Source: an optimization exercise on an open RTL-to-GDS flow (aim: small area). Production flows keep margins and buffers that such runs may drop.
Only simulation tests tie the RTL to the original design; equivalence was not proved.
The clock port is modelled as an ideal driver; clocking choices that lean on that would not hold on a real chip.
Power and IR drop assume default switching activity.

## design/flow/design.v

```verilog
package cnn_pkg;
    localparam int unsigned K_SMALL    = 3;
    localparam int unsigned K_LARGE    = 5;
    localparam int unsigned STRIDE_ONE = 1;
    localparam int unsigned STRIDE_TWO = 2;
    function automatic logic is_legal_k(input int unsigned k);
        is_legal_k = (k == K_SMALL) || (k == K_LARGE);
    endfunction
    function automatic logic is_legal_stride(input int unsigned s);
        is_legal_stride = (s == STRIDE_ONE) || (s == STRIDE_TWO);
    endfunction
    function automatic int unsigned slot_index(input int unsigned row,
                                               input int unsigned col,
                                               input int unsigned k);
        slot_index = row * k + col;
    endfunction
    function automatic int unsigned last_aligned(input int unsigned dim,
                                                 input int unsigned k,
                                                 input int unsigned s);
        last_aligned = (k - 1) + ((dim - k) / s) * s;
    endfunction
endpackage
module row_delay #(
    parameter int unsigned DEPTH = 137,
    parameter int unsigned WIDTH = 32
) (
    input  logic                   clk,
    input  logic                   en,
    input  logic [WIDTH-1:0]       din,
    output logic [DEPTH*WIDTH-1:0] q
);
    logic [WIDTH-1:0] mem [DEPTH];
    always_ff @(posedge clk) begin
        if (en) begin
            mem[0] <= din;
            for (int unsigned i = 1; i < DEPTH; i++) begin
                mem[i] <= mem[i-1];
            end
        end
    end
    for (genvar i = 0; i < DEPTH; i++) begin : g_q
        assign q[i*WIDTH +: WIDTH] = mem[i];
    end
endmodule
module window_gen_kxk #(
    parameter int unsigned DATA_WIDTH = 32,
    parameter int unsigned IMG_WIDTH  = 34,
    parameter int unsigned IMG_HEIGHT = 34,
    parameter int unsigned K          = 5,
    parameter int unsigned STRIDE     = 2
) (
    input  logic                      clk,
    input  logic                      resetn,
    input  logic                      data_valid_in,
    input  logic [DATA_WIDTH-1:0]     data_in,
    output logic [K*K*DATA_WIDTH-1:0] window_out,
    output logic                      valid_out,
    output logic                      frame_done
);
    localparam int unsigned CW = $clog2(IMG_WIDTH);
    localparam int unsigned RW = $clog2(IMG_HEIGHT);
    localparam int unsigned LAST_COL = cnn_pkg::last_aligned(IMG_WIDTH, K, STRIDE);
    localparam int unsigned LAST_ROW = cnn_pkg::last_aligned(IMG_HEIGHT, K, STRIDE);
    localparam int unsigned LINE     = LAST_COL + 1;
    localparam int unsigned DEPTH    = (K - 1) * LINE + K;
    localparam logic [CW-1:0] COL_MAX     = CW'(IMG_WIDTH - 1);
    localparam logic [CW-1:0] COL_FIRST   = CW'(K - 1);
    localparam logic [CW-1:0] COL_LAST_AL = CW'(LAST_COL);
    localparam logic [RW-1:0] ROW_MAX     = RW'(IMG_HEIGHT - 1);
    localparam logic [RW-1:0] ROW_FIRST   = RW'(K - 1);
    localparam logic [RW-1:0] ROW_LAST_AL = RW'(LAST_ROW);
    if (!cnn_pkg::is_legal_k(K)) begin : g_bad_k
        $error("window_gen_kxk: K must be 3 or 5");
    end
    if (!cnn_pkg::is_legal_stride(STRIDE)) begin : g_bad_stride
        $error("window_gen_kxk: STRIDE must be 1 or 2");
    end
    if (IMG_WIDTH < K) begin : g_bad_width
        $error("window_gen_kxk: IMG_WIDTH must be at least K");
    end
    if (IMG_HEIGHT < K) begin : g_bad_height
        $error("window_gen_kxk: IMG_HEIGHT must be at least K");
    end
    logic                      accept;
    logic                      shift;
    logic                      emit;
    logic                      frame_end;
    logic [CW-1:0]             col;
    logic [RW-1:0]             row;
    logic                      col_al;
    logic                      row_al;
    logic [DEPTH*DATA_WIDTH-1:0] chain;
    logic                      valid_q;
    logic                      frame_done_q;
    assign accept = data_valid_in;
    assign shift  = accept && (col <= COL_LAST_AL);
    row_delay #(
        .DEPTH (DEPTH),
        .WIDTH (DATA_WIDTH)
    ) u_chain (
        .clk (clk),
        .en  (shift),
        .din (data_in),
        .q   (chain)
    );
    always_ff @(posedge clk or negedge resetn) begin
        if (!resetn) begin
            col <= '0;
            row <= '0;
        end else if (accept) begin
            if (col == COL_MAX) begin
                col <= '0;
                row <= (row == ROW_MAX) ? '0 : row + 1'b1;
            end else begin
                col <= col + 1'b1;
            end
        end
    end
    assign col_al = (col >= COL_FIRST) && (((col - COL_FIRST) % STRIDE) == 0);
    assign row_al = (row >= ROW_FIRST) && (((row - ROW_FIRST) % STRIDE) == 0);
    assign emit      = accept && col_al && row_al && (col <= COL_LAST_AL) && (row <= ROW_LAST_AL);
    assign frame_end = emit && (row == ROW_LAST_AL) && (col == COL_LAST_AL);
    for (genvar j = 0; j < K; j++) begin : g_win_row
        for (genvar i = 0; i < K; i++) begin : g_win_col
            assign window_out[cnn_pkg::slot_index(j, i, K)*DATA_WIDTH +: DATA_WIDTH] =
                chain[((K-1-j)*LINE + (K-1-i))*DATA_WIDTH +: DATA_WIDTH];
        end
    end
    always_ff @(posedge clk or negedge resetn) begin
        if (!resetn) begin
            valid_q      <= 1'b0;
            frame_done_q <= 1'b0;
        end else begin
            valid_q      <= emit;
            frame_done_q <= frame_end;
        end
    end
    assign valid_out  = valid_q;
    assign frame_done = frame_done_q;
endmodule
```

## design/flow/run.sh

```bash
#!/bin/bash
# synth_recipe.tcl (not shown) runs the flow's synth.tcl, then flattens the netlist and writes it again
# the make line also repeats each setting of config.mk as NAME=value (left out here)
make -C /OpenROAD-flow-scripts/flow DESIGN_CONFIG=/design/flow/config.mk WORK_HOME=/design/flow/orfs CLKGATE_MAP_FILE= SYNTH_SCRIPT=/design/flow/synth_recipe.tcl finish
```

## design/flow/config.mk

```make
export PLATFORM = sky130hd
export DESIGN_NAME = window_gen_kxk
export DESIGN_NICKNAME = window_gen_kxk
export VERILOG_FILES = /design/flow/design.v
export SDC_FILE = /design/flow/constraint.sdc
export NUM_CORES = 4
export LEC_CHECK = 0
export CAP_MARGIN = 20
export CORE_MARGIN = 2
export CORE_UTILIZATION = 40
export PLACE_DENSITY = 0.6
export SLEW_MARGIN = 20
```

## design/flow/constraint.sdc

```tcl
create_clock -name core_clock -period 3.0 [get_ports {clk}]
set_input_delay 0.6000 -clock core_clock [delete_from_list [all_inputs] [get_ports {clk}]]
set_output_delay 0.6000 -clock core_clock [all_outputs]
set_load 0.01 [all_outputs]
```

==> results of run 1 <==
==> area by class of cell <==
class,count,area (um2)
flip-flops and latches,4398,132000
multi-input cells,56,415
clock buffers,519,11100
clock inverters,265,2580
well taps,4578,5730
repair buffers,1022,10800
fillers,27700,183000
diodes,1,2.50
inverters,4,15.0
==> kinds of logic (layout without fill, tap and decap cells) <==
family	after synthesis	after routing
multiplexers	3	3
flip-flops	4398	4398
other	0	1
AND/OR/NAND/NOR	32	32
XOR/XNOR	4	4
adder cells (fa/ha/maj)	6	6
AO/OA/AOI/OAI	11	11
buffers and inverters	806	1810
==> path summary, 6_finish.rpt <==
check | startpoint | cells after the start | end
max | u_chain.mem[33][10]$_DFFE_PP_ | 1 | window_out[618]
min | resetn | 1 | row[5]$_DFFE_PN0P_
max reg2reg | col[3]$_DFFE_PN0P_ | 6 | u_chain.mem[19][29]$_DFFE_PP_
min reg2reg | u_chain.mem[90][17]$_DFFE_PP_ | 0 | u_chain.mem[91][17]$_DFFE_PP_
max in group asynchronous | resetn | 1 | row[0]$_DFFE_PN0P_
min in group core_clock | data_in[28] | 1 | u_chain.mem[0][28]$_DFFE_PP_
==> state kept, by name (all words and copies together) (netlist names) <==
| name | count |
|---|---|
| col | 6 |
| frame_done_q | 1 |
| row | 6 |
| u_chain.mem | 4384 |
| valid_q | 1 |
==> cells in the final DEF (no fill, tap or decap), types with 3 or more instances in the layout <==
cell / count
clkinv_16: 11
inv_16: 5
o21ai_0: 5
nor2_1: 3
bufinv_16: 37
nand2_1: 7
nand4_1: 4
edfxtp_1: 4384
clkinvlp_4: 11
clkdlybuf4s50_1: 836
dfrtp_1: 14
clkinv_1: 111
clkinv_2: 69
clkinv_4: 3
xnor2_1: 4
inv_1: 4
nor3_1: 3
clkbuf_16: 429
ha_1: 6
inv_6: 16
buf_12: 79
nand3_1: 7
buf_4: 107
clkbuf_1: 90
==> metal layers <==
| layer | up-vias | routed length, um |
|---|---|---|
| li1 | 21300 | - |
| met3 | 444 | 12000 |
| met1 | 23600 | 81100 |
| met5 | - | 0 |
| met4 | 0 | 6520 |
| met2 | 1200 | 74800 |
==> where the power goes <==
group          internal (uW)  switching (uW)  total [uW]
registers              81600            3280       84800
clock network          29600           22200       51700
logic                   3780            5660        9440
total                 115000           31100      146000
==> stage by stage <==
step	worst slack, ns	area [um2]	power, uW
5_1_grt	0.158	163000	152000
2_1_floorplan	-73.49	138000	76300
3_5_place_dp	0.199	149000	95800
4_1_cts	0.0714	163000	148000
6_report	0.312	163000	146000
3_3_place_gp	0.218	149000	95300
==> cells in the mapped netlist <==
library cell,number
nor3_1,3
and3_4,1
nand2_1,7
a21boi_0,1
mux2_4,1
nand4_1,4
mux2_2,1
o21ba_2,1
a31oi_1,1
o21ai_0,5
inv_1,4
nand3_1,7
nor4b_4,1
mux2i_1,1
ha_1,6
nand2_2,1
a21oi_1,2
clkbuf_1,2
and4_1,2
and3_1,2
nor2_1,3
buf_4,800
edfxtp_1,4384
a22o_1,1
xnor2_1,4
or3_1,1
dfrtp_1,14
==> notes.md, run 1 <==
vias per cell -> 4.29
area growth from synthesis to layout -> 17.4%
CP Buf/Inv Count -> 1
Post-Synth XOR/XNOR Area -> 0.0253%
clk root buf -> clkbuf_16
Placed Cells -> 10100
total negative slack -> 0 ns
total CTS buffers -> 428
CP max stage cell -> clkdlybuf4s50_1
compound-cell area share of the yosys netlist -> 0.0488%
clock sinks -> 4398
proportion of layout cells with a drive suffix above 1 -> 12.4%
mapped cell area -> 138000 um2
post-synthesis sequential area ratio -> 95.4%
antenna violations before repair -> 6
Chip Width -> 592 um
Initial DRT Pass Iterations -> 4
Max Fclk -> 372 MHz
largest area contributor in the netlist -> edfxtp_1
post-synthesis mux area share -> 0.0262%
FP Rows -> 216
met1 Usage GRT -> 13.7%
Net Count, Synth -> 5301
busiest metal layer after global routing -> met1
clk_skew -> 0.0649 ns
Layout Nets -> 5951
postcts setup bufs -> 0
final wirelength -> 174 mm
Adder-Cell Fraction of Synth Area -> 0.0542%
IO Pins -> 837
I/O Buffers -> 836
placed wire-length estimate -> 91.9 mm
largest net degree at the start of global routing -> 98
crit path max fanout -> 2
post-route ant nets -> 0
Hold Violations, Final -> 0
reg-to-reg slack, setup -> 0.36 ns
RSZ-0062 raised after global routing -> no
largest family of logic cells by synthesized area -> buffers and inverters
Final Max Slew Viols -> 0
GRT Util Overall -> 9.50%
Clk Latency, worst-skew pair -> 0.92 ns
Netlist cell types -> 27
WL per Instance -> 16.1 um
CORE AREA -> 345000 um2
hold slack -> 0.102 ns
WP data arrival -> 2.09 ns
minimum clock period -> 2.69 ns
Critical Path Start Type -> flop
Post-Synth Simple-Gate Area -> 0.137%
clk slew on worst S/H paths -> 0.06 ns
synth warn -> 3
P per Cell Area -> 898 nW/um2
post-CTS resize count -> 0
final non-filler cell total -> 10800
via count -> 46500
first-pass GRT wire length -> 268 mm
worst path cell trace -> clkdlybuf4s50_1
die footprint -> 351000 um2
CP Class -> flop to output port
cells after synthesis -> 5260
final setup violation count -> 0
initial DRC count -> 4016
GRT overflow -> 0
Seq cells post-synth -> 4398
Synth area leaders -> edfxtp_1, buf_4, dfrtp_1
Top Family by Delay on Critical Path -> buffers and inverters
CTS tree -> yes
element type at the critical path end -> output port
period utilisation layout -> 89.6%
Yosys top cell area share -> 95.1%
DRC -> 0
CP required -> 2.40 ns
status -> complete, no violations
Hold WC Path Type -> input port to async pin
met3 Usage GRT -> 2.76%
global-route met2 utilization -> 13.5%
Hold Buf Count CTS -> 0
Mean Syn Cell Area -> 26.3 um2
Static Leak -> 0.0541 uW
Initial Util -> 40.1%
htree depth -> 5
final core utilization -> 47.1%
vias in the first global route -> 46700
GP Congestion -> 0.722
height of the die -> 592 um
Worst Max-Slew Pin Slew -> 0.702 ns
Slew HR -> 53.1%
worst vdd ir -> 0.585 mV
critical path's largest stage delay -> 0.61 ns
max_cap viols -> 0
clk buf depth -> 4
==> inputs of run 2 (changes only) <==
--- a/design/flow/config.mk
+++ b/design/flow/config.mk
@@ -8,5 +8,6 @@
 export CAP_MARGIN = 20
 export CORE_MARGIN = 2
-export CORE_UTILIZATION = 40
-export PLACE_DENSITY = 0.6
+export CORE_UTILIZATION = 70
+export CTS_BUF_LIST = sky130_fd_sc_hd__clkbuf_4 sky130_fd_sc_hd__clkbuf_8
+export PLACE_DENSITY = 0.8
 export SLEW_MARGIN = 20
==> run 2 against run 1 <==
Net effect:
- largest cell class unchanged
- highest routed layer unchanged
- clock skew is 0.0031 ns higher
- still clean
- synthesized cell count is the same
- register-to-register slack worse by 0.09 ns
- utilization rose by 34 points
- final area decreased by 2.2%
==> notes.md, run 2 <==
hold slack -> 0.360 ns (+0.258 ns)
GRT Util Overall -> 19.7% (+10 points)
Chip Width -> 449 um (-24%)
Mean Syn Cell Area -> 26.3 um2 (unchanged)
Seq cells post-synth -> 4398 (unchanged)
Hold Violations, Final -> 0 (unchanged)
DRC -> 0 (unchanged)
via count -> 48300 (+3.9%)
RSZ-0062 raised after global routing -> no
largest net degree at the start of global routing -> 184 (+88%)
CP Class -> flop to output port
post-route ant nets -> 0 (unchanged)
Top reg by flops -> u_chain.mem
critical path's largest stage delay -> 0.68 ns (+0.07 ns)
Initial Util -> 70.3% (+30 points)
post-CTS resize count -> 0 (unchanged)
P per Cell Area -> 887 nW/um2 (-1.3%)
final core utilization -> 80.7% (+34 points)
clk root buf -> clkbuf_8
minimum clock period -> 2.84 ns (+0.153 ns)
CORE AREA -> 197000 um2 (-43%)
worst setup margin -> 0.159 ns (-0.153 ns)
Async S/R FF share, synth -> 0.318% (unchanged)
CP max stage cell -> clkdlybuf4s50_1
GP Congestion -> 0.758 (+4.9%)
Initial DRT Pass Iterations -> 5 (+1)
total CTS buffers -> 652 (+52%)
Slew HR -> 30.8% (-22 points)
vias per cell -> 5.20 (+21%)
final setup violation count -> 0 (unchanged)
Synth area leaders -> edfxtp_1, buf_4, dfrtp_1
GRT overflow -> 0 (unchanged)
I/O Buffers -> 836 (unchanged)
element type at the critical path end -> output port
total negative slack -> 0 ns (unchanged)
FP Rows -> 163 (-25%)
worst path cell trace -> clkdlybuf4s50_1
Layout Nets -> 6191 (+4.0%)
CTS tree -> yes
Primary FF master, synth -> edfxtp_1
Clk Latency, worst-skew pair -> 1.10 ns (+0.18 ns)
antenna violations before repair -> 5 (-1)
Netlist cell types -> 27 (unchanged)
max FFs per register -> 4384 (unchanged)
die footprint -> 201000 um2 (-43%)
top cells by count, synth -> edfxtp_1, buf_4, dfrtp_1
Top Family by Delay on Critical Path -> buffers and inverters
Worst Max-Slew Pin Slew -> 1.04 ns (+0.336 ns)
largest area contributor in the netlist -> edfxtp_1
cells after synthesis -> 5260 (unchanged)
top flop regs -> u_chain.mem: 4384 flops, col: 6 flops, row: 6 flops
clk_skew -> 0.0681 ns (+0.00315 ns)
vias in the first global route -> 50500 (+8.0%)
Max Fclk -> 352 MHz (-5.4%)
Critical Path Start Type -> flop
mapped cell area -> 138000 um2 (unchanged)
CP required -> 2.40 ns (about the same)
post-place setup slack -> 0.180 ns (-0.0188 ns)
IO Pins -> 837 (unchanged)
first-pass GRT wire length -> 297 mm (+11%)
commonest non-fill, non-tap cells in the layout -> edfxtp_1, clkdlybuf4s50_1, clkbuf_8
placed wire-length estimate -> 100 mm (+9.2%)
initial DRC count -> 3731 (-7.1%)
Power, Total -> 141000 uW (-3.5%)
commonest non-fill, non-tap cell in the layout -> edfxtp_1
period utilisation layout -> 94.7% (+5.1 points)
area growth from synthesis to layout -> 14.8%
proportion of layout cells with a drive suffix above 1 -> 17.1% (+4.7 points)
CP Buf/Inv Count -> 1 (unchanged)
Post-synth EDFFs -> 4384 (unchanged)
clock sinks -> 4398 (unchanged)
crit path max fanout -> 2 (unchanged)
Yosys top cell area share -> 95.1% (unchanged)
cell with the most instances after synthesis -> edfxtp_1
htree depth -> 6 (+1)
clk slew on worst S/H paths -> 0.06 ns (about the same)
Net Count, Synth -> 5301 (unchanged)
synth warn -> 3 (unchanged)
Final Max Slew Viols -> 0 (unchanged)
max_cap viols -> 0 (unchanged)
final wirelength -> 198 mm (+13%)
Static Leak -> 0.0540 uW (-0.23%)
status -> complete, no violations
Hold WC Path Type -> input port to flop
WP data arrival -> 2.24 ns (+0.15 ns)
post-synthesis sequential area ratio -> 95.4% (unchanged)
clk buf depth -> 4 (unchanged)
WL per Instance -> 21.3 um (+32%)
worst vdd ir -> 0.683 mV (+17%)
height of the die -> 449 um (-24%)
==> run 2: final timing paths <==
kind                                                 end  slack [ns]  cells after the start                          start
setup / recovery                         window_out[636]        0.16                      1  u_chain.mem[33][28]$_DFFE_PP_
hold / removal                        col[0]$_DFFE_PN0P_        0.36                      4                  data_valid_in
setup reg to reg           u_chain.mem[113][4]$_DFFE_PP_        0.27                      6             col[3]$_DFFE_PN0P_
hold reg to reg            u_chain.mem[130][9]$_DFFE_PP_        0.38                      0  u_chain.mem[129][9]$_DFFE_PP_
max in group asynchronous             row[1]$_DFFE_PN0P_        2.07                      2                         resetn
min in group asynchronous             col[3]$_DFFE_PN0P_        0.49                      2                         resetn
==> run 2: kinds of logic (layout without fill, tap and decap cells) <==
kind of cell | Yosys count | after routing | share of synthesized area (%)
mux | 3 | 3 | 0.0262
other cells | 0 | 1 | 0
fa+ha+maj | 6 | 6 | 0.0542
simple gates | 32 | 32 | 0.137
compound gates | 11 | 11 | 0.0488
buf+inv | 806 | 2180 | 4.35
flops | 4398 | 4398 | 95.4
xor+xnor | 4 | 4 | 0.0253
==> run 2: power breakdown <==
part	switching [uW]	internal, uW
Clock	21600	24300
Sequential	3770	81600
Combinational	5830	3720
==> run 2: metal layers <==
layer / wire length [um] / GRT usage, % / vias to the layer above
met4: 5310 / 7.42 / 0
met3: 11900 / 5.30 / 386
met5: 0 / 0 / -
met2: 101000 / 32.5 / 1503
li1: - / - / 21800
met1: 78900 / 25.6 / 24600
==> run 2: through the flow <==
step	area [um2]	cells
6_report	159000	9275
2_1_floorplan	138000	5260
3_5_place_dp	146000	8099
3_3_place_gp	146000	8099
4_1_cts	159000	9274
5_1_grt	159000	9275
==> run 2: final cells by class <==
cell class / instances / area, um2
sequential: 4398 / 132000
fill: 8046 / 38100
timing repair buffer: 1038 / 10900
clock buffer: 850 / 10600
tap: 2640 / 3300
clock inverter: 288 / 1690
multi-input combinational: 56 / 415
inverter: 4 / 15.0
antenna: 1 / 2.50
==> run 2: timing repair <==
item / in CTS / in global routing
endpoints found under the setup margin: 4 / 0
hold buffers: 33 / 0
endpoints found under the hold margin: 46 / 0
setup buffers: 4 / 0
==> inputs of run 3 (changes only) <==
--- a/design/flow/design.v
+++ b/design/flow/design.v
@@ -22,5 +22,5 @@
 endpackage
 module row_delay #(
-    parameter int unsigned DEPTH = 137,
+    parameter int unsigned DEPTH = 136,
     parameter int unsigned WIDTH = 32
 ) (
@@ -63,5 +63,5 @@
     localparam int unsigned LAST_ROW = cnn_pkg::last_aligned(IMG_HEIGHT, K, STRIDE);
     localparam int unsigned LINE     = LAST_COL + 1;
-    localparam int unsigned DEPTH    = (K - 1) * LINE + K;
+    localparam int unsigned DEPTH    = (K - 1) * LINE + K - 1;
     localparam logic [CW-1:0] COL_MAX     = CW'(IMG_WIDTH - 1);
     localparam logic [CW-1:0] COL_FIRST   = CW'(K - 1);
@@ -84,4 +84,6 @@
     logic                      accept;
     logic                      shift;
+    logic                      shift_q;
+    logic [DATA_WIDTH-1:0]     pix_q;
     logic                      emit;
     logic                      frame_end;
@@ -95,4 +97,14 @@
     assign accept = data_valid_in;
     assign shift  = accept && (col <= COL_LAST_AL);
+    always_ff @(posedge clk) begin
+        pix_q <= data_in;
+    end
+    always_ff @(posedge clk or negedge resetn) begin
+        if (!resetn) begin
+            shift_q <= 1'b0;
+        end else begin
+            shift_q <= shift;
+        end
+    end
     row_delay #(
         .DEPTH (DEPTH),
@@ -100,6 +112,6 @@
     ) u_chain (
         .clk (clk),
-        .en  (shift),
-        .din (data_in),
+        .en  (shift_q),
+        .din (pix_q),
         .q   (chain)
     );
@@ -123,6 +135,10 @@
     for (genvar j = 0; j < K; j++) begin : g_win_row
         for (genvar i = 0; i < K; i++) begin : g_win_col
-            assign window_out[cnn_pkg::slot_index(j, i, K)*DATA_WIDTH +: DATA_WIDTH] =
-                chain[((K-1-j)*LINE + (K-1-i))*DATA_WIDTH +: DATA_WIDTH];
+            if (j == K - 1 && i == K - 1) begin : g_newest
+                assign window_out[cnn_pkg::slot_index(j, i, K)*DATA_WIDTH +: DATA_WIDTH] = pix_q;
+            end else begin : g_chain
+                assign window_out[cnn_pkg::slot_index(j, i, K)*DATA_WIDTH +: DATA_WIDTH] =
+                    chain[((K-1-j)*LINE + (K-1-i) - 1)*DATA_WIDTH +: DATA_WIDTH];
+            end
         end
     end
==> design/flow/flow/run.sh (new file) <==
#!/bin/bash
# The standard ORFS layout, with two changes to how it is made:
#  - ports are buffered with the smallest plain buffer (buf_1) rather than
#    the resizer's default pick;
#  - clock tree synthesis uses small clock buffers and no dummy loads.
# Everything else (synthesis, floorplan, placement, routing) is standard.sh.
set -euo pipefail
bash standard.sh \
  "BUFFER_PORTS_ARGS=-buffer_cell sky130_fd_sc_hd__buf_1" \
  "CTS_ARGS=-sink_clustering_enable -repair_clock_nets -dont_use_dummy_load -buf_list {sky130_fd_sc_hd__clkbuf_4 sky130_fd_sc_hd__clkbuf_8}" \
  finish > standard_make.log 2>&1
==> design/flow/standard.sh (new file) <==
#!/bin/bash
# synth_recipe.tcl (not shown) runs the flow's synth.tcl, then flattens the netlist and writes it again
# the make line also repeats each setting of config.mk as NAME=value (left out here)
make -C /OpenROAD-flow-scripts/flow DESIGN_CONFIG=/design/flow/config.mk WORK_HOME=/design/flow/orfs CLKGATE_MAP_FILE= SYNTH_SCRIPT=/design/flow/synth_recipe.tcl "${@:-finish}"
removed: design/flow/run.sh
==> run 3 against run 2 <==
Net effect:
- total power shrank 16%
- register-to-register slack gained 0.71 ns
- combinational power shrank 43%
- hold slack lost 0.17 ns
- clock-buffer cell count shrank 205
- first-iteration DRC count grew 1.3%
- via count shrank 2.1%
- final area shrank 5.9%
- non-clock buffer count shrank 42
- global-route usage shrank 0.84 points
==> notes.md, run 3 <==
Static Leak -> 0.0411 uW (-24%)
Post-Synth Simple-Gate Area -> 0.147% (+0.0096 points)
synth warn -> 3 (unchanged)
largest family of logic cells by synthesized area -> buffers and inverters
top cells by count, synth -> edfxtp_1, buf_4, dfxtp_1
Layout Nets -> 6142 (-0.79%)
commonest non-fill, non-tap cell in the layout -> edfxtp_1
Max Fclk -> 405 MHz (+15%)
cells after synthesis -> 5228 (-0.61%)
Hold Crit Start -> data_in[26]
Final Max Slew Viols -> 0 (unchanged)
RSZ-0062 raised after global routing -> no
Mean Syn Cell Area -> 26.4 um2 (+0.22%)
Worst Max-Slew Pin Slew -> 0.801 ns (-0.237 ns)
Initial DRT Pass Iterations -> 6 (+1)
Placed Cells -> 8044 (-0.68%)
clk root buf -> clkbuf_8
antenna violations before repair -> 2 (-3)
Hold EP -> pix_q[26]$_DFF_P_
Clk Latency, worst-skew pair -> 1.06 ns (-0.04 ns)
minimum clock period -> 2.47 ns (-0.374 ns)
htree depth -> 6 (unchanged)
CTS tree -> yes
CP Class -> flop to output port
Slew HR -> 46.6% (+16 points)
Net Count, Synth -> 5269 (-0.60%)
clk slew on worst S/H paths -> 0.06 ns (about the same)
Hold WC Path Type -> input port to flop
source of the worst register-to-register timing path -> shift_q$_DFF_PN0_
commonest non-fill, non-tap cells in the layout -> edfxtp_1, buf_1, clkbuf_8
CP required -> 2.40 ns (about the same)
I/O Buffers -> 836 (unchanged)
cell with the most instances after synthesis -> edfxtp_1
FP Rows -> 162 (-0.61%)
total negative slack -> 0 ns (unchanged)
Critical Path Start Type -> flop
FF-to-FF path depth -> 2 (-4)
CP max stage cell -> edfxtp_1
Yosys top cell area share -> 94.8% (-0.32 points)
Async S/R FF share, synth -> 0.341% (+0.023 points)
GP Congestion -> 0.762 (+0.58%)
worst vdd ir -> 0.690 mV (+1.1%)
Levels on crit path -> 1 (unchanged)
post-synthesis sequential area ratio -> 95.5% (+0.16 points)
clk_skew -> 0.0720 ns (+0.00391 ns)
compound-cell area share of the yosys netlist -> 0.0445% (-0.0043 points)
crit path max fanout -> 2 (unchanged)
final-layout fill cell count -> 8455 (+5.1%)
CORE AREA -> 195000 um2 (-0.82%)
final non-filler cell total -> 8725 (-5.9%)
vias in the first global route -> 48800 (-3.3%)
status -> complete, no violations
clock sinks -> 4399 (+0.023%)
Top reg by flops -> u_chain.mem
height of the die -> 448 um (-0.19%)
Post-synth EDFFs -> 4352 (-0.73%)
initial DRC count -> 3781 (+1.3%)
max FFs per register -> 4352 (-0.73%)
max_cap viols -> 0 (unchanged)
area growth from synthesis to layout -> 8.49%
Synth area leaders -> edfxtp_1, buf_4, dfxtp_1
WP data arrival -> 1.87 ns (-0.37 ns)
reg-to-reg slack, setup -> 0.98 ns (+0.71 ns)
final wirelength -> 190 mm (-3.9%)
total CTS buffers -> 645 (-1.1%)
GRT overflow -> 0 (unchanged)
clk buf depth -> 4 (unchanged)
Primary FF master, synth -> edfxtp_1
DRC -> 0 (unchanged)
largest net degree at the start of global routing -> 107 (-42%)
Seq cells post-synth -> 4399 (+0.023%)
first-pass GRT wire length -> 283 mm (-4.9%)
Worst R2R End -> u_chain.mem[99][7]$_DFFE_PP_
postcts setup bufs -> 0 (-4)
GRT Util Overall -> 18.8% (-0.84 points)
period utilisation layout -> 82.2% (-12 points)
proportion of layout cells with a drive suffix above 1 -> 12.8% (-4.4 points)
placed wire-length estimate -> 97.6 mm (-2.7%)
via count -> 47300 (-2.1%)
mapped cell area -> 138000 um2 (-0.39%)
final core utilization -> 76.6% (-4.1 points)
top flop regs -> u_chain.mem: 4352 flops, pix_q: 32 flops
largest area contributor in the netlist -> edfxtp_1
WL per Instance -> 21.7 um (+2.1%)
IO Pins -> 837 (unchanged)
Adder-Cell Fraction of Synth Area -> 0.0544% (+0.00021 points)
Chip Width -> 448 um (-0.19%)
Worst Hold Depth -> 2 (-2)
Top Family by Delay on Critical Path -> flip-flops
critical path's largest stage delay -> 0.62 ns (-0.06 ns)
Initial Util -> 70.6% (+0.30 points)
post-synthesis mux area share -> 0.0145% (-0.012 points)
die footprint -> 201000 um2 (-0.39%)
CP Buf/Inv Count -> 1 (unchanged)
final setup violation count -> 0 (unchanged)
post-route ant nets -> 0 (unchanged)
P per Cell Area -> 792 nW/um2 (-11%)
worst path cell trace -> buf_1
Hold Violations, Final -> 0 (unchanged)
Post-Synth XOR/XNOR Area -> 0.0254% (+0.00010 points)
element type at the critical path end -> output port
vias per cell -> 5.42 (+4.1%)
Netlist cell types -> 31 (+15%)
[run 3: cell count changes in the layout (fill, tap and decap cells not counted), sizes merged, moves of 12 or more]
cell,before,now
buf,169,962
clkbuf,850,645
clkinvlp,15,0
dfxtp,0,32
bufinv,15,0
inv,16,4
clkdlybuf4s50,836,0
edfxtp,4384,4352
clkinv,246,0
[run 3: report_power, final]
| part | switching, uW | internal (uW) |
|---|---|---|
| Combinational | 4320 | 1110 |
| Sequential | 1480 | 73400 |
| Clock | 19200 | 19000 |
[run 3: worst max path at each step]
stage                             startpoint                             end  slack, ns
2_1_floorplan              shift_q$_DFF_PN0_     u_chain.mem[0][0]$_DFFE_PP_     -27.02
3_3_place_gp               shift_q$_DFF_PN0_    u_chain.mem[33][3]$_DFFE_PP_       0.97
3_5_place_dp               shift_q$_DFF_PN0_  u_chain.mem[133][19]$_DFFE_PP_       0.92
4_1_cts        u_chain.mem[67][15]$_DFFE_PP_                 window_out[399]       0.31
5_1_grt        u_chain.mem[67][15]$_DFFE_PP_                 window_out[399]       0.40
6_report       u_chain.mem[67][15]$_DFFE_PP_                 window_out[399]       0.53
[run 3: repair_timing]
action	in CTS	in global routing
hold buffers	34	0
endpoints found under the hold margin	55	0
endpoints found under the setup margin	0	0
gates resized for setup	0	0
[run 3: kinds of logic (layout without fill, tap and decap cells)]
family	after synthesis	in the layout
compound gates	10	10
xor+xnor	4	4
fa+ha+maj	6	6
buf+inv	774	1645
flops	4399	4399
mux	2	2
other cells	0	2
simple gates	33	33
[run 3: final cells by class]
cell class / count / area, um2 / area share, %
Tap cell: 2624 / 3280 / 2.19
Timing Repair Buffer: 996 / 5310 / 3.55
Sequential cell: 4399 / 132000 / 88.0
Multi-Input combinational cell: 55 / 394 / 0.263
Antenna cell: 2 / 5.00 / 0.00335
Clock buffer: 645 / 8880 / 5.93
Inverter: 4 / 15.0 / 0.0100
[run 3: metrics by stage]
step	setup WS (ns)	instance area [um2]	hold WS, ns	total power [uW]
floorplan	-27.02	138000	0.304	75600
global placement	0.971	140000	0.400	80800
detailed placement	0.920	140000	0.405	81400
CTS	0.306	150000	0.0752	119000
global route	0.404	150000	0.113	123000
finish	0.534	150000	0.195	118000
[run 3: metal layers]
metal | GRT usage [%] | routed length [um] | vias up
li1 | - | - | 21200
met1 | 25.2 | 76600 | 24100
met2 | 30.7 | 96700 | 1649
met3 | 4.71 | 11400 | 368
met4 | 6.80 | 4930 | 0
met5 | 0 | 0 | -
==> inputs of run 4 (changes only) <==
==> design/flow/flow/run.sh (replaced) <==
#!/bin/bash
# The standard ORFS layout, with two changes to how it is made:
#  - ports are buffered with the smallest plain buffer (buf_1) rather than
#    the resizer's default pick;
#  - clock tree synthesis clusters up to 24 flip-flops on each clkbuf_16
#    leaf buffer and adds no dummy loads.
# Everything else (synthesis, floorplan, placement, routing) is standard.sh.
set -euo pipefail
bash standard.sh \
  "BUFFER_PORTS_ARGS=-buffer_cell sky130_fd_sc_hd__buf_1" \
  "CTS_ARGS=-sink_clustering_enable -repair_clock_nets -dont_use_dummy_load -sink_buffer_max_cap_derate 0.5 -sink_clustering_size 24 -sink_clustering_max_diameter 100 -buf_list {sky130_fd_sc_hd__clkbuf_16}" \
  finish > standard_make.log 2>&1
--- a/design/flow/config.mk
+++ b/design/flow/config.mk
@@ -8,6 +8,5 @@
 export CAP_MARGIN = 20
 export CORE_MARGIN = 2
-export CORE_UTILIZATION = 70
-export CTS_BUF_LIST = sky130_fd_sc_hd__clkbuf_4 sky130_fd_sc_hd__clkbuf_8
-export PLACE_DENSITY = 0.8
+export CORE_UTILIZATION = 85
+export PLACE_DENSITY = 0.92
 export SLEW_MARGIN = 20
==> run 4 against run 3 <==
Net effect:
- the run now fails in detailed placement (3_5_place_dp)
- synthesized cell count is the same
- synthesized area is the same
==> notes.md, run 4 <==
Halt Stage -> detailed placement (3_5_place_dp)
Net Count, Synth -> 5269 (unchanged)
mapped cell area -> 138000 um2 (unchanged)
Async S/R FF share, synth -> 0.341% (unchanged)
Stop Error -> Error: detail_place.tcl, 38 bad optional access
largest area contributor in the netlist -> edfxtp_1
IO Pins -> 837 (unchanged)
height of the die -> 407 um (-9.2%)
Initial Util -> 85.8% (+15 points)
Post-synth EDFFs -> 4352 (unchanged)
cells after synthesis -> 5228 (unchanged)
Yosys top cell area share -> 94.8% (unchanged)
post-synthesis sequential area ratio -> 95.5% (unchanged)
Primary FF master, synth -> edfxtp_1
Chip Width -> 407 um (-9.2%)
top cells by count, synth -> edfxtp_1, buf_4, dfxtp_1
synth warn -> 3 (unchanged)
I/O Buffers -> 836 (unchanged)
Netlist cell types -> 31 (unchanged)
Mean Syn Cell Area -> 26.4 um2 (unchanged)
GP Congestion -> 0.793 (+4.1%)
FP Rows -> 147 (-9.3%)
Seq cells post-synth -> 4399 (unchanged)
cell with the most instances after synthesis -> edfxtp_1
Synth area leaders -> edfxtp_1, buf_4, dfxtp_1
status -> aborted with a tool error
-- run 4: cell counts after synthesis --
Identical to the previous run, type by type.
-- run 4: metrics by stage --
stage	hold slack, ns	area (um2)
after global placement	0.400	140000
after floorplan	0.304	138000
-- run 4: cells by family after synthesis --
family,Yosys count,share of synthesized area (%)
AOI/OAI and AO/OA,10,0.0445
xor gates and xnor gates,4,0.0254
adders and majority gates,6,0.0544
buffers and inverters,774,4.20
DFF,4399,95.5
muxes,2,0.0145
and+or+nand+nor,33,0.147
-- run 4: worst min path at each step --
| stage | startpoint | slack (ns) | cells after the start | to |
|---|---|---|---|---|
| after floorplan | resetn | 0.30 | 0 | col[0]$_DFFE_PN0P_ |
| after global placement | u_chain.mem[12][25]$_DFFE_PP_ | 0.40 | 0 | u_chain.mem[13][25]$_DFFE_PP_ |
-- run 4: power groups by stage --
stage	Combinational [uW]	Clock [uW]	Sequential, uW
global placement	5060	0	75700
floorplan	555	0	75000
==> inputs of run 5 (changes only) <==
--- a/design/flow/config.mk
+++ b/design/flow/config.mk
@@ -6,7 +6,7 @@
 export NUM_CORES = 4
 export LEC_CHECK = 0
-export CAP_MARGIN = 20
+export CAP_MARGIN = 5
 export CORE_MARGIN = 2
-export CORE_UTILIZATION = 85
-export PLACE_DENSITY = 0.92
-export SLEW_MARGIN = 20
+export CORE_UTILIZATION = 70
+export PLACE_DENSITY = 0.8
+export SLEW_MARGIN = 5
==> run 5 against run 4 <==
Net effect:
- now clean on timing, DRC and antenna
- synthesized area did not move
- synthesized cell count did not move
==> notes.md, run 5 <==
status -> complete, no violations
largest net degree at the start of global routing -> 107
Chip Width -> 448 um (+10%)
Yosys top cell area share -> 94.8% (unchanged)
final core utilization -> 74.6%
Levels on crit path -> 1
area of placed instances -> 140000 um2
CP max stage cell -> edfxtp_1
post-route ant nets -> 0
Comb power frac -> 5.1%
Initial DRT Pass Iterations -> 6
htree depth -> 4
Mean Syn Cell Area -> 26.4 um2 (unchanged)
Clk pwr share -> 26.7%
final setup violation count -> 0
met1 Usage GRT -> 27.1%
largest area contributor in the netlist -> edfxtp_1
via count -> 46200
Hold EP -> col[1]$_DFFE_PN0P_
first-pass GRT wire length -> 304 mm
GRT Util Overall -> 20.7%
antenna violations before repair -> 5
internal power -> 86400 uW
post-CTS resize count -> 0
Post-synth EDFFs -> 4352 (unchanged)
Final Max Slew Viols -> 0
Netlist cell types -> 31 (unchanged)
GP Congestion -> 0.762 (-4.0%)
period utilisation layout -> 76.6%
Seq cells post-synth -> 4399 (unchanged)
Layout Nets -> 5698
FP Rows -> 162 (+10%)
critical path's largest stage delay -> 0.61 ns
Switching Power -> 23300 uW
CP Class -> flop to output port
die footprint -> 201000 um2
clk buf depth -> 3
clk slew on worst S/H paths -> 0.09 ns
source of the worst register-to-register timing path -> shift_q$_DFF_PN0_
minimum clock period -> 2.30 ns
share of total power in sequential cells -> 68.2%
Critical Path Start Type -> flop
Top reg by flops -> u_chain.mem
Post-Layout Inst Area -> 146000 um2
worst vdd ir -> 0.826 mV
crit path max fanout -> 2
reg-to-reg slack, setup -> 0.97 ns
commonest non-fill, non-tap cells in the layout -> edfxtp_1, buf_1, clkbuf_16
max_cap viols -> 0
Worst Hold Depth -> 3
vias per cell -> 5.58
global-route met2 utilization -> 37.1%
WP data arrival -> 1.70 ns
Hold WC Path Type -> input port to flop
element type at the critical path end -> output port
total negative slack -> 0 ns
Slew HR -> 47.0%
commonest non-fill, non-tap cell in the layout -> edfxtp_1
initial DRC count -> 4537
Top Family by Delay on Critical Path -> flip-flops
Primary FF master, synth -> edfxtp_1
busiest metal layer after global routing -> met2
clk root buf -> clkbuf_16
CORE AREA -> 195000 um2
Max Fclk -> 435 MHz
CTS tree -> yes
Async S/R FF share, synth -> 0.341% (unchanged)
area growth from synthesis to layout -> 5.71%
synth warn -> 3 (unchanged)
Net Count, Synth -> 5269 (unchanged)
crit path from -> u_chain.mem[67][15]$_DFFE_PP_
RSZ-0062 raised after global routing -> no
CP required -> 2.40 ns
total CTS buffers -> 202
worst path cell trace -> buf_1
DRC -> 0
Synth area leaders -> edfxtp_1, buf_4, dfxtp_1
mapped cell area -> 138000 um2 (unchanged)
proportion of layout cells with a drive suffix above 1 -> 5.92%
top flop regs -> u_chain.mem: 4352 flops, pix_q: 32 flops
post-synthesis sequential area ratio -> 95.5% (unchanged)
GRT overflow -> 0
Clk Latency, worst-skew pair -> 0.86 ns
placed wire-length estimate -> 97.6 mm
max FFs per register -> 4352
WL per Instance -> 25.2 um
cells after synthesis -> 5228 (unchanged)
Power, Total -> 110000 uW
Worst Max-Slew Pin Slew -> 0.795 ns
vias in the first global route -> 47200
I/O Buffers -> 836 (unchanged)
Hold Violations, Final -> 0
met3 Usage GRT -> 3.29%
Switching Fraction -> 21.3%
height of the die -> 448 um (+10%)
Static Leak -> 0.0389 uW
clk_skew -> 0.0795 ns
final wirelength -> 208 mm
IO Pins -> 837 (unchanged)
CP Buf/Inv Count -> 1
P per Cell Area -> 752 nW/um2
Initial Util -> 70.6% (-15 points)
clock sinks -> 4399
FF-to-FF path depth -> 2
Hold Crit Start -> data_valid_in
Worst R2R End -> u_chain.mem[133][12]$_DFFE_PP_
top cells by count, synth -> edfxtp_1, buf_4, dfxtp_1
cell with the most instances after synthesis -> edfxtp_1
==> run 5: area by class of cell <==
| cell class | instances | area (um2) |
|---|---|---|
| Sequential cell | 4399 | 132000 |
| Multi-Input combinational cell | 55 | 394 |
| Clock buffer | 202 | 5050 |
| Antenna cell | 1 | 2.50 |
| Tap cell | 2624 | 3280 |
| Fill cell | 9498 | 49600 |
| Timing Repair Buffer | 995 | 5300 |
| Inverter | 4 | 15.0 |
==> run 5: repair_timing <==
action,4_1_cts,5_1_grt
hold buffers,33,0
endpoints found under the hold margin,47,0
buffers inserted,0,0
==> run 5: how the worst max path moves through the flow <==
stage / to / slack [ns]
after floorplan: u_chain.mem[0][0]$_DFFE_PP_ / -27.02
after global placement: u_chain.mem[33][3]$_DFFE_PP_ / 0.97
after detailed placement: u_chain.mem[133][19]$_DFFE_PP_ / 0.92
after CTS: window_out[399] / 0.50
after global routing: window_out[399] / 0.59
final: window_out[399] / 0.70
==> run 5: power by group through the flow <==
stage	Sequential, uW	Combinational [uW]	Clock, uW
detailed placement	75900	5470	0
global placement	75700	5130	0
finish	74800	5550	29300
floorplan	75000	555	0
CTS	74900	5580	30000
global route	75200	6070	31700
==> run 5: metal layers <==
| layer | wire length [um] | vias up |
|---|---|---|
| met1 | 80900 | 24200 |
| met2 | 114000 | 1404 |
| met3 | 9680 | 287 |
| li1 | - | 20300 |
| met5 | 0 | - |
| met4 | 4090 | 0 |
==> run 5: metrics by stage <==
step | hold slack (ns) | cells | setup slack [ns]
after global routing | 0.163 | 8280 | 0.592
after CTS | 0.103 | 8279 | 0.498
final | 0.188 | 8280 | 0.703
after detailed placement | 0.405 | 8044 | 0.920
after global placement | 0.400 | 8044 | 0.971
after floorplan | 0.304 | 5228 | -27.02
==> run 5: cells by family (layout without fill, tap and decap cells) <==
| group | Yosys count | count (layout) | share of synthesized area [%] |
|---|---|---|---|
| flops | 4399 | 4399 | 95.5 |
| buf+inv | 774 | 1201 | 4.20 |
| simple gates | 33 | 33 | 0.147 |
| compound gates | 10 | 10 | 0.0445 |
| fa+ha+maj | 6 | 6 | 0.0544 |
| xor+xnor | 4 | 4 | 0.0254 |
| mux | 2 | 2 | 0.0145 |
| other cells | 0 | 1 | 0 |
==> inputs of run 6 (changes only) <==
--- a/design/flow/config.mk
+++ b/design/flow/config.mk
@@ -6,7 +6,8 @@
 export NUM_CORES = 4
 export LEC_CHECK = 0
-export CAP_MARGIN = 5
+export CAP_MARGIN = 20
 export CORE_MARGIN = 2
 export CORE_UTILIZATION = 70
+export CTS_BUF_LIST = sky130_fd_sc_hd__clkbuf_4 sky130_fd_sc_hd__clkbuf_8
 export PLACE_DENSITY = 0.8
-export SLEW_MARGIN = 5
+export SLEW_MARGIN = 20
==> run 6 against run 5 <==
Net effect:
- still clean on timing, DRC and antenna
- routed wire length is the same
- clock skew did not move
- clock-buffer cell count did not move
- maximum frequency is the same
- critical path depth unchanged
- setup slack is the same
- non-clock buffer count did not move
- via count stayed put
- sequential cell count is the same
- critical endpoint unchanged
- largest power group unchanged
- highest routed layer unchanged
==> notes.md, run 6 <==
top cells by count, synth -> edfxtp_1, buf_4, dfxtp_1
clock sinks -> 4399 (unchanged)
mapped cell area -> 138000 um2 (unchanged)
htree depth -> 4 (unchanged)
GRT overflow -> 0 (unchanged)
cells after synthesis -> 5228 (unchanged)
Switching Fraction -> 21.3% (unchanged)
Yosys top cell area share -> 94.8% (unchanged)
Worst Max-Slew Pin Slew -> 0.795 ns (unchanged)
Clk pwr share -> 26.7% (about the same)
Max Fclk -> 435 MHz (unchanged)
commonest non-fill, non-tap cell in the layout -> edfxtp_1
Layout Nets -> 5698 (unchanged)
final non-filler cell total -> 8280 (unchanged)
critical path's largest stage delay -> 0.61 ns (about the same)
Seq cells post-synth -> 4399 (unchanged)
CP max stage cell -> edfxtp_1
top flop regs -> u_chain.mem: 4352 flops, pix_q: 32 flops
worst path cell trace -> buf_1
final wirelength -> 208 mm (unchanged)
GRT Util Overall -> 20.7% (unchanged)
Slew HR -> 47.0% (unchanged)
Hold Crit Start -> data_valid_in
FP Rows -> 162 (unchanged)
Top Family by Delay on Critical Path -> flip-flops
final setup violation count -> 0 (unchanged)
die footprint -> 201000 um2 (unchanged)
synth warn -> 3 (unchanged)
status -> complete, no violations
Static Leak -> 0.0389 uW (unchanged)
CP required -> 2.40 ns (about the same)
height of the die -> 448 um (unchanged)
Synth area leaders -> edfxtp_1, buf_4, dfxtp_1
Final Max Slew Viols -> 0 (unchanged)
share of total power in sequential cells -> 68.2% (about the same)
largest area contributor in the netlist -> edfxtp_1
total negative slack -> 0 ns (unchanged)
period utilisation layout -> 76.6% (unchanged)
Mean Syn Cell Area -> 26.4 um2 (unchanged)
max_cap viols -> 0 (unchanged)
post-CTS resize count -> 0 (unchanged)
vias per cell -> 5.58 (unchanged)
cell with the most instances after synthesis -> edfxtp_1
largest net degree at the start of global routing -> 107 (unchanged)
Chip Width -> 448 um (unchanged)
max FFs per register -> 4352 (unchanged)
Hold Violations, Final -> 0 (unchanged)
Placed Cells -> 8044 (unchanged)
DRC -> 0 (unchanged)
IO Pins -> 837 (unchanged)
Comb power frac -> 5.1% (about the same)
RSZ-0062 raised after global routing -> no
minimum clock period -> 2.30 ns (unchanged)
CP Class -> flop to output port
commonest non-fill, non-tap cells in the layout -> edfxtp_1, buf_1, clkbuf_16
Primary FF master, synth -> edfxtp_1
crit path max fanout -> 2 (unchanged)
via count -> 46200 (unchanged)
area growth from synthesis to layout -> 5.71% (unchanged)
post-route ant nets -> 0 (unchanged)
GP Congestion -> 0.762 (unchanged)
Critical Path Start Type -> flop
clk buf depth -> 3 (unchanged)
WP data arrival -> 1.70 ns (about the same)
CORE AREA -> 195000 um2 (unchanged)
Top reg by flops -> u_chain.mem
worst vdd ir -> 0.826 mV (unchanged)
Post-synth EDFFs -> 4352 (unchanged)
Async S/R FF share, synth -> 0.341% (unchanged)
Switching Power -> 23300 uW (unchanged)
clk slew on worst S/H paths -> 0.09 ns (about the same)
CTS tree -> yes
first-pass GRT wire length -> 304 mm (unchanged)
Initial DRT Pass Iterations -> 6 (unchanged)
Hold WC Path Type -> input port to flop
internal power -> 86400 uW (unchanged)
antenna violations before repair -> 5 (unchanged)
placed wire-length estimate -> 97.6 mm (unchanged)
initial DRC count -> 4537 (unchanged)
Netlist cell types -> 31 (unchanged)
Net Count, Synth -> 5269 (unchanged)
P per Cell Area -> 752 nW/um2 (unchanged)
Clk Latency, worst-skew pair -> 0.86 ns (about the same)
total CTS buffers -> 202 (unchanged)
vias in the first global route -> 47200 (unchanged)
I/O Buffers -> 836 (unchanged)
crit path from -> u_chain.mem[67][15]$_DFFE_PP_
Initial Util -> 70.6% (unchanged)
proportion of layout cells with a drive suffix above 1 -> 5.92% (unchanged)
element type at the critical path end -> output port
CP Buf/Inv Count -> 1 (unchanged)
source of the worst register-to-register timing path -> shift_q$_DFF_PN0_
clk_skew -> 0.0795 ns (unchanged)
final-layout fill cell count -> 9498 (unchanged)
post-synthesis sequential area ratio -> 95.5% (unchanged)
clk root buf -> clkbuf_16
WL per Instance -> 25.2 um (unchanged)
-- run 6: cell counts in the layout (fill, tap and decap cells not counted) --
No cell type changed its count.
-- run 6: kinds of logic after synthesis --
| kind of cell | Yosys count | share of synthesized area [%] |
|---|---|---|
| buffers and inverters | 774 | 4.20 |
| multiplexers | 2 | 0.0145 |
| XOR/XNOR | 4 | 0.0254 |
| AND/OR/NAND/NOR | 33 | 0.147 |
| AO/OA/AOI/OAI | 10 | 0.0445 |
| flip-flops | 4399 | 95.5 |
| adder cells (fa/ha/maj) | 6 | 0.0544 |
-- run 6: final cells by class --
cell class | instances | area [um2] | area share [%]
flip-flops and latches | 4399 | 132000 | 90.4
repair buffers | 995 | 5300 | 3.64
clock buffers | 202 | 5050 | 3.47
well taps | 2624 | 3280 | 2.25
multi-input cells | 55 | 394 | 0.270
inverters | 4 | 15.0 | 0.0103
diodes | 1 | 2.50 | 0.00172
-- run 6: metal layers --
layer / part of all wire [%] / global-route usage, % / up-vias / routed length (um)
li1: - / - / 20300 / -
met1: 39 / 27.1 / 24200 / 80900
met3: 4.6 / 3.29 / 287 / 9680
met4: 2.0 / 4.72 / 0 / 4090
met2: 55 / 37.1 / 1404 / 114000
met5: 0 / 0 / - / 0
-- run 6: worst min-delay path: stages --
cell	delay, ns
buf_1	0.20
nand2_1	0.14
o22ai_1	0.06
-- run 6: final timing paths --
path	cells after the start	endpoint	slack, ns
max	1	window_out[399]	0.70
min reg2reg	0	u_chain.mem[27][20]$_DFFE_PP_	0.36
max reg2reg	2	u_chain.mem[133][12]$_DFFE_PP_	0.97
min	3	col[1]$_DFFE_PN0P_	0.19
min in group asynchronous	2	row[0]$_DFFE_PN0P_	0.43
max in group asynchronous	2	shift_q$_DFF_PN0_	1.94
-- run 6: per-stage QoR --
step           instance area (um2)  util (%)  power [uW]  hold slack, ns  setup WS [ns]
6_report                    146000      74.6      110000           0.188          0.703
5_1_grt                     146000      74.6      113000           0.163          0.592
2_1_floorplan               138000         -       75600           0.304         -27.02
3_3_place_gp                140000      71.8       80800           0.400          0.971
3_5_place_dp                140000      71.8       81400           0.405          0.920
4_1_cts                     146000      74.6      110000           0.103          0.498
-- run 6: power by group through the flow --
stage	Sequential [uW]	Combinational (uW)	Clock [uW]
3_5_place_dp	75900	5470	0
3_3_place_gp	75700	5130	0
4_1_cts	74900	5580	30000
6_report	74800	5550	29300
5_1_grt	75200	6070	31700
2_1_floorplan	75000	555	0
-- run 6: timing repair --
| item | 4_1_cts | 5_1_grt |
|---|---|---|
| setup buffers | 0 | 0 |
| hold endpoints to repair | 47 | 0 |
| setup endpoints to repair | 0 | 0 |
| hold buffers | 33 | 0 |
==> inputs of run 7 (changes only) <==
==> design/flow/flow/run.sh (replaced) <==
#!/bin/bash
# The standard ORFS layout, with three changes to how it is made:
#  - ports are buffered with the smallest plain buffer (buf_1) rather than
#    the resizer's default pick;
#  - before clock tree synthesis, the resizer's power recovery downsizes
#    cells with spare slack (flow/pre_cts.tcl);
#  - clock tree synthesis clusters up to 24 flip-flops on each clkbuf_16
#    leaf buffer and adds no dummy loads.
# Everything else (synthesis, floorplan, placement, routing) is standard.sh.
# ORFS writes each step's log under orfs/logs/; make's own output goes to
# standard_make.log.
set -euo pipefail
bash standard.sh \
  "BUFFER_PORTS_ARGS=-buffer_cell sky130_fd_sc_hd__buf_1" \
  "PRE_CTS_TCL=$PWD/flow/pre_cts.tcl" \
  "CTS_ARGS=-sink_clustering_enable -repair_clock_nets -dont_use_dummy_load -sink_buffer_max_cap_derate 0.5 -sink_clustering_size 24 -sink_clustering_max_diameter 100 -buf_list {sky130_fd_sc_hd__clkbuf_16}" \
  finish > standard_make.log 2>&1
==> design/flow/flow/pre_cts.tcl (new file) <==
# Before clock tree synthesis: downsize cells on paths with spare setup
# slack (the resizer's power recovery), which shrinks the oversized
# buffers that repair_design put on the high-fanout shift-enable net.
estimate_parasitics -placement
puts "area before power recovery: [rsz::design_area]"
repair_timing -recover_power 100 -verbose
puts "area after power recovery: [rsz::design_area]"
==> run 7 against run 6 <==
Net effect:
- still clean
- sequential power about the same
- clock power hardly changed
- sequential cell count unchanged
- clock-buffer cell count is the same
- setup slack worse by 0.18 ns
- synthesized area is the same
==> notes.md, run 7 <==
status -> complete, no violations
CORE AREA -> 195000 um2 (unchanged)
post-place setup slack -> 0.920 ns (unchanged)
clk slew on worst S/H paths -> 0.09 ns (about the same)
Post-synth EDFFs -> 4352 (unchanged)
Yosys top cell area share -> 94.8% (unchanged)
IO Pins -> 837 (unchanged)
Async S/R FF share, synth -> 0.341% (unchanged)
Hold WC Path Type -> input port to flop
commonest non-fill, non-tap cells in the layout -> edfxtp_1, buf_1, clkbuf_16
GP Congestion -> 0.762 (unchanged)
GRT overflow -> 0 (unchanged)
worst vdd ir -> 0.857 mV (+3.8%)
clk_skew -> 0.0872 ns (+0.00770 ns)
synth warn -> 3 (unchanged)
final-layout fill cell count -> 9599 (+1.1%)
area growth from synthesis to layout -> 5.34%
largest area contributor in the netlist -> edfxtp_1
Max Fclk -> 403 MHz (-7.4%)
FP Rows -> 162 (unchanged)
P per Cell Area -> 752 nW/um2 (about the same)
CP Class -> flop to flop
clock sinks -> 4399 (unchanged)
CTS tree -> yes
max FFs per register -> 4352 (unchanged)
via count -> 46000 (-0.28%)
GRT Util Overall -> 20.4% (-0.29 points)
Layout Nets -> 5700 (+0.035%)
mapped cell area -> 138000 um2 (unchanged)
largest net degree at the start of global routing -> 107 (unchanged)
total negative slack -> 0 ns (unchanged)
RSZ-0062 raised after global routing -> no
final non-filler cell total -> 8282 (+0.024%)
Final Max Slew Viols -> 0 (unchanged)
cell with the most instances after synthesis -> edfxtp_1
minimum clock period -> 2.48 ns (+0.183 ns)
reg-to-reg slack, setup -> 0.52 ns (-0.45 ns)
Initial Util -> 70.6% (unchanged)
antenna violations before repair -> 3 (-2)
initial DRC count -> 4527 (-0.22%)
Worst Hold Depth -> 2 (-1)
I/O Buffers -> 836 (unchanged)
Netlist cell types -> 31 (unchanged)
post-route ant nets -> 0 (unchanged)
total CTS buffers -> 202 (unchanged)
Primary FF master, synth -> edfxtp_1
cells after synthesis -> 5228 (unchanged)
WP data arrival -> 2.93 ns (+1.23 ns)
Hold EP -> valid_q$_DFF_PN0_
Clk Latency, worst-skew pair -> 0.86 ns (about the same)
source of the worst register-to-register timing path -> shift_q$_DFF_PN0_
element type at the critical path end -> flop
Net Count, Synth -> 5269 (unchanged)
Seq cells post-synth -> 4399 (unchanged)
placed wire-length estimate -> 97.6 mm (unchanged)
DRC -> 0 (unchanged)
hold slack -> 0.190 ns (+0.00156 ns)
height of the die -> 448 um (unchanged)
max_cap viols -> 0 (unchanged)
FF-to-FF path depth -> 3 (+1)
Hold Crit Start -> data_valid_in
Initial DRT Pass Iterations -> 7 (+1)
top cells by count, synth -> edfxtp_1, buf_4, dfxtp_1
Mean Syn Cell Area -> 26.4 um2 (unchanged)
Top reg by flops -> u_chain.mem
final wirelength -> 206 mm (-1.1%)
vias per cell -> 5.56 (-0.31%)
Critical Path Start Type -> flop
final setup violation count -> 0 (unchanged)
proportion of layout cells with a drive suffix above 1 -> 5.41% (-0.51 points)
vias in the first global route -> 47000 (-0.43%)
first-pass GRT wire length -> 301 mm (-1.2%)
WL per Instance -> 24.9 um (-1.1%)
Placed Cells -> 8044 (unchanged)
die footprint -> 201000 um2 (unchanged)
top flop regs -> u_chain.mem: 4352 flops, pix_q: 32 flops
Slew HR -> 27.5% (-19 points)
post-synthesis sequential area ratio -> 95.5% (unchanged)
crit path max fanout -> 37 (+35)
commonest non-fill, non-tap cell in the layout -> edfxtp_1
Static Leak -> 0.0387 uW (-0.60%)
Worst R2R End -> u_chain.mem[99][27]$_DFFE_PP_
CP required -> 3.44 ns (+1.04 ns)
Chip Width -> 448 um (unchanged)
final core utilization -> 74.3% (-0.26 points)
period utilisation layout -> 82.7% (+6.1 points)
Hold Violations, Final -> 0 (unchanged)
worst setup margin -> 0.520 ns (-0.183 ns)
Synth area leaders -> edfxtp_1, buf_4, dfxtp_1
Worst Max-Slew Pin Slew -> 1.09 ns (+0.292 ns)
run 7: cell counts after synthesis:
Identical to the previous run, type by type.
run 7: metal layers:
metal / up-vias / share of wire, % / global-route usage, %
met5: - / 0 / 0
met4: 0 / 2.2 / 4.81
met3: 294 / 4.7 / 3.28
met2: 1434 / 54 / 36.4
met1: 24000 / 39 / 26.7
li1: 20300 / - / -
run 7: repair_timing:
action	in CTS	in global routing
endpoints found under the hold margin	47	0
gates resized for setup	0	0
hold buffers	33	0
setup buffers	0	0
run 7: layout make-up:
class | count | area (um2) | area share, %
clock buffer | 202 | 5050 | 3.48
tap | 2624 | 3280 | 2.26
timing repair buffer | 997 | 4800 | 3.31
multi-input combinational | 55 | 382 | 0.263
sequential | 4399 | 132000 | 90.7
inverter | 4 | 15.0 | 0.0103
antenna | 1 | 2.50 | 0.00172
run 7: cell families (layout without fill, tap and decap cells):
| kind of cell | after synthesis | count (layout) | share of synthesized area, % |
|---|---|---|---|
| AOI/OAI and AO/OA | 10 | 10 | 0.0445 |
| xor gates and xnor gates | 4 | 4 | 0.0254 |
| adders and majority gates | 6 | 6 | 0.0544 |
| buffers and inverters | 774 | 1203 | 4.20 |
| DFF | 4399 | 4399 | 95.5 |
| muxes | 2 | 2 | 0.0145 |
| other | 0 | 1 | 0 |
| and+or+nand+nor | 33 | 33 | 0.147 |
run 7: critical path, stage by stage, from the launching register on:
cell	delay [ns]
dfrtp_4	0.75
clkbuf_1	0.47
buf_12	0.30
clkbuf_2	0.55
run 7: worst max-delay path by stage:
stage	startpoint	to	slack, ns	depth (start not counted)
global route	shift_q$_DFF_PN0_	u_chain.mem[91][23]$_DFFE_PP_	0.36	3
floorplan	shift_q$_DFF_PN0_	u_chain.mem[0][0]$_DFFE_PP_	-27.02	0
global placement	shift_q$_DFF_PN0_	u_chain.mem[33][3]$_DFFE_PP_	0.97	3
detailed placement	shift_q$_DFF_PN0_	u_chain.mem[133][19]$_DFFE_PP_	0.92	2
finish	shift_q$_DFF_PN0_	u_chain.mem[99][27]$_DFFE_PP_	0.52	3
CTS	shift_q$_DFF_PN0_	u_chain.mem[25][19]$_DFFE_PP_	0.47	3
run 7: power breakdown:
part / internal (uW) / total [uW] / switching, uW
Clock: 12000 / 29100 / 17100
Sequential: 73300 / 74900 / 1580
Combinational: 843 / 5250 / 4410
run 7: through the flow:
stage	power [uW]	area [um2]
global route	113000	145000
finish	109000	145000
global placement	80800	140000
CTS	110000	145000
detailed placement	81400	140000
floorplan	75600	138000
==> inputs of run 8 (changes only) <==
==> design/flow/flow/run.sh (replaced) <==
#!/bin/bash
# The standard ORFS layout, with three changes to how it is made:
#  - ports are buffered with the smallest plain buffer (buf_1) rather than
#    the resizer's default pick;
#  - before clock tree synthesis, the resizer's power recovery downsizes
#    cells with spare slack (flow/pre_cts.tcl);
#  - clock tree synthesis clusters up to 20 flip-flops on each clkbuf_16
#    leaf buffer and adds no dummy loads.
# Everything else (synthesis, floorplan, placement, routing) is standard.sh.
# ORFS writes each step's log under orfs/logs/; make's own output goes to
# standard_make.log.
set -euo pipefail
bash standard.sh \
  "BUFFER_PORTS_ARGS=-buffer_cell sky130_fd_sc_hd__buf_1" \
  "PRE_CTS_TCL=$PWD/flow/pre_cts.tcl" \
  "CTS_ARGS=-sink_clustering_enable -repair_clock_nets -dont_use_dummy_load -sink_buffer_max_cap_derate 0.5 -sink_clustering_size 20 -sink_clustering_max_diameter 100 -buf_list {sky130_fd_sc_hd__clkbuf_16}" \
  finish > standard_make.log 2>&1
==> run 8 against run 7 <==
Net effect:
- sequential power about the same
- register-to-register slack about the same
- combinational power is 1% higher
- routed wire length up 3.7%
- utilization is 0.49 points higher
- highest routed layer is now met5
- first-iteration DRC count down 0.84%
- die area did not move
- sequential cell count stayed put
- clock power increased by 9.6%
- via count rose by 0.87%
==> notes.md, run 8 <==
Top reg by flops -> u_chain.mem
first-pass GRT wire length -> 311 mm (+3.5%)
CP Class -> flop to flop
total CTS buffers -> 238 (+18%)
commonest non-fill, non-tap cell in the layout -> edfxtp_1
CP required -> 3.47 ns (+0.03 ns)
Max Fclk -> 401 MHz (-0.45%)
element type at the critical path end -> flop
DRC -> 0 (unchanged)
largest family of logic cells by synthesized area -> buffers and inverters
max_cap viols -> 0 (unchanged)
cells after synthesis -> 5228 (unchanged)
Async S/R FF share, synth -> 0.341% (unchanged)
WP data arrival -> 2.96 ns (+0.03 ns)
initial DRC count -> 4489 (-0.84%)
placed wire-length estimate -> 97.6 mm (unchanged)
die footprint -> 201000 um2 (unchanged)
FF-to-FF path depth -> 3 (unchanged)
Initial DRT Pass Iterations -> 5 (-2)
Hold WC Path Type -> input port to flop
CORE AREA -> 195000 um2 (unchanged)
top cells by count, synth -> edfxtp_1, buf_4, dfxtp_1
cell with the most instances after synthesis -> edfxtp_1
Chip Width -> 448 um (unchanged)
Slew HR -> 28.4% (+0.83 points)
Post-Synth Simple-Gate Area -> 0.147% (unchanged)
worst vdd ir -> 0.721 mV (-16%)
Static Leak -> 0.0392 uW (+1.2%)
Post-Synth XOR/XNOR Area -> 0.0254% (unchanged)
Seq cells post-synth -> 4399 (unchanged)
post-synthesis mux area share -> 0.0145% (unchanged)
synth warn -> 3 (unchanged)
max FFs per register -> 4352 (unchanged)
area growth from synthesis to layout -> 6.03%
RSZ-0062 raised after global routing -> no
Mean Syn Cell Area -> 26.4 um2 (unchanged)
status -> complete, no violations
Layout Nets -> 5738 (+0.67%)
Initial Util -> 70.6% (unchanged)
CTS tree -> yes
Post-Layout Inst Area -> 146000 um2 (+0.66%)
mapped cell area -> 138000 um2 (unchanged)
top flop regs -> u_chain.mem: 4352 flops, pix_q: 32 flops
Net Count, Synth -> 5269 (unchanged)
Worst Hold Depth -> 3 (+1)
Netlist cell types -> 31 (unchanged)
crit path max fanout -> 37 (unchanged)
worst setup margin -> 0.508 ns (-0.0112 ns)
total negative slack -> 0 ns (unchanged)
P per Cell Area -> 767 nW/um2 (+2.0%)
final-layout fill cell count -> 9412 (-1.9%)
Final Max Slew Viols -> 0 (unchanged)
via count -> 46400 (+0.87%)
post-CTS resize count -> 0 (unchanged)
Critical Path Start Type -> flop
clk_skew -> 0.0879 ns (+0.000661 ns)
final setup violation count -> 0 (unchanged)
GRT Util Overall -> 21.3% (+0.90 points)
clock sinks -> 4399 (unchanged)
Primary FF master, synth -> edfxtp_1
FP Rows -> 162 (unchanged)
minimum clock period -> 2.49 ns (+0.0112 ns)
period utilisation layout -> 83.1% (+0.37 points)
final core utilization -> 74.8% (+0.49 points)
GRT overflow -> 0 (unchanged)
height of the die -> 448 um (unchanged)
compound-cell area share of the yosys netlist -> 0.0445% (unchanged)
Yosys top cell area share -> 94.8% (unchanged)
vias in the first global route -> 47800 (+1.7%)
commonest non-fill, non-tap cells in the layout -> edfxtp_1, buf_1, clkbuf_16
Adder-Cell Fraction of Synth Area -> 0.0544% (unchanged)
WL per Instance -> 25.7 um (+3.2%)
antenna violations before repair -> 7 (+4)
Clk Latency, worst-skew pair -> 0.90 ns (+0.04 ns)
Worst Max-Slew Pin Slew -> 1.07 ns (-0.0124 ns)
Synth area leaders -> edfxtp_1, buf_4, dfxtp_1
IO Pins -> 837 (unchanged)
largest net degree at the start of global routing -> 107 (unchanged)
Hold Violations, Final -> 0 (unchanged)
Post-synth EDFFs -> 4352 (unchanged)
post-route ant nets -> 0 (unchanged)
largest area contributor in the netlist -> edfxtp_1
vias per cell -> 5.58 (+0.39%)
proportion of layout cells with a drive suffix above 1 -> 6.02% (+0.61 points)
clk slew on worst S/H paths -> 0.08 ns (about the same)
area of placed instances -> 140000 um2 (unchanged)
final wirelength -> 214 mm (+3.7%)
post-place setup slack -> 0.920 ns (unchanged)
I/O Buffers -> 836 (unchanged)
GP Congestion -> 0.762 (unchanged)
post-synthesis sequential area ratio -> 95.5% (unchanged)
run 8: what timing repair did:
action / CTS / global route
setup endpoints to repair: 0 / 0
hold buffers: 33 / 0
hold endpoints to repair: 47 / 0
setup buffers: 0 / 0
run 8: power by group:
| part | internal [uW] | switching [uW] | total [uW] |
|---|---|---|---|
| Clock | 14000 | 17900 | 31900 |
| Combinational | 864 | 4440 | 5310 |
| Sequential | 73300 | 1640 | 75000 |
| Total | 88200 | 24000 | 112000 |
run 8: cell type report:
| cell class | instances | area (um2) | area share (%) |
|---|---|---|---|
| sequential | 4399 | 132000 | 90.1 |
| clock buffer | 238 | 5960 | 4.07 |
| timing repair buffer | 999 | 4850 | 3.32 |
| tap | 2624 | 3280 | 2.25 |
| multi-input combinational | 55 | 382 | 0.261 |
| inverter | 4 | 15.0 | 0.0103 |
| antenna | 3 | 7.51 | 0.00513 |
run 8: layer usage:
metal	vias up	global-route usage, %	share of wire [%]
met5	-	0	0.010
met4	4	5.54	2.4
met3	328	3.76	5.1
met2	1541	37.6	54
met1	24200	27.8	38
li1	20400	-	-
run 8: final timing paths:
| kind | startpoint | end | slack [ns] |
|---|---|---|---|
| max reg2reg | shift_q$_DFF_PN0_ | u_chain.mem[92][23]$_DFFE_PP_ | 0.51 |
| min in group asynchronous | resetn | col[2]$_DFFE_PN0P_ | 0.40 |
| max in group asynchronous | resetn | shift_q$_DFF_PN0_ | 1.94 |
| max | shift_q$_DFF_PN0_ | u_chain.mem[92][23]$_DFFE_PP_ | 0.51 |
| min | data_valid_in | col[1]$_DFFE_PN0P_ | 0.15 |
| min reg2reg | u_chain.mem[56][7]$_DFFE_PP_ | u_chain.mem[57][7]$_DFFE_PP_ | 0.34 |
run 8: cells by family after synthesis:
group                      after synthesis
DFF                                   4399
buffers and inverters                  774
and+or+nand+nor                         33
AOI/OAI and AO/OA                       10
adders and majority gates                6
xor gates and xnor gates                 4
muxes                                    2
run 8: per-stage QoR:
stage               instances  total power (uW)  hold WS, ns
CTS                      8315            113000       0.0349
global route             8321            116000       0.0929
finish                   8322            112000        0.145
detailed placement       8044             81400        0.405
global placement         8044             80800        0.400
floorplan                5228             75600        0.304
run 8: worst max-delay path, stage by stage (launching register included):
cell and delay (ns):
dfrtp_4 0.76, clkbuf_1 0.48, buf_12 0.31, clkbuf_2 0.53

==> what the ideal ports hide <==
Ports are ideal in the flow. The routed layouts listed here were re-timed in OpenROAD. Step 1: set_driving_cell puts a clkbuf_16 on clk and a buf_2 on each other input, an assumption about the parent block. Step 2, shift: input delay + t, output delay - t, t = (earliest + latest rising clock arrival at the registers) / 2. This alone moves slack from input paths to output paths. a / b / c = no drivers / after step 1 / after step 2; a / b = the first two.
run | shift t [ns] | setup WS [ns]
run 1 | 0.993 | 0.312 / 0.215 / 0.221
run 2 | 1.146 | 0.159 / 0.073 / 0.184
run 3 | 1.115 | 0.534 / 0.438 / 0.463
run 5 | 0.909 | 0.703 / 0.615 / 0.967
run 6 | 0.909 | 0.703 / 0.615 / 0.967
run 7 | 0.909 | 0.520 / 0.520 / 0.520
run 8 | 0.952 | 0.508 / 0.508 / 0.508
After both steps setup and hold are still met in every run listed.
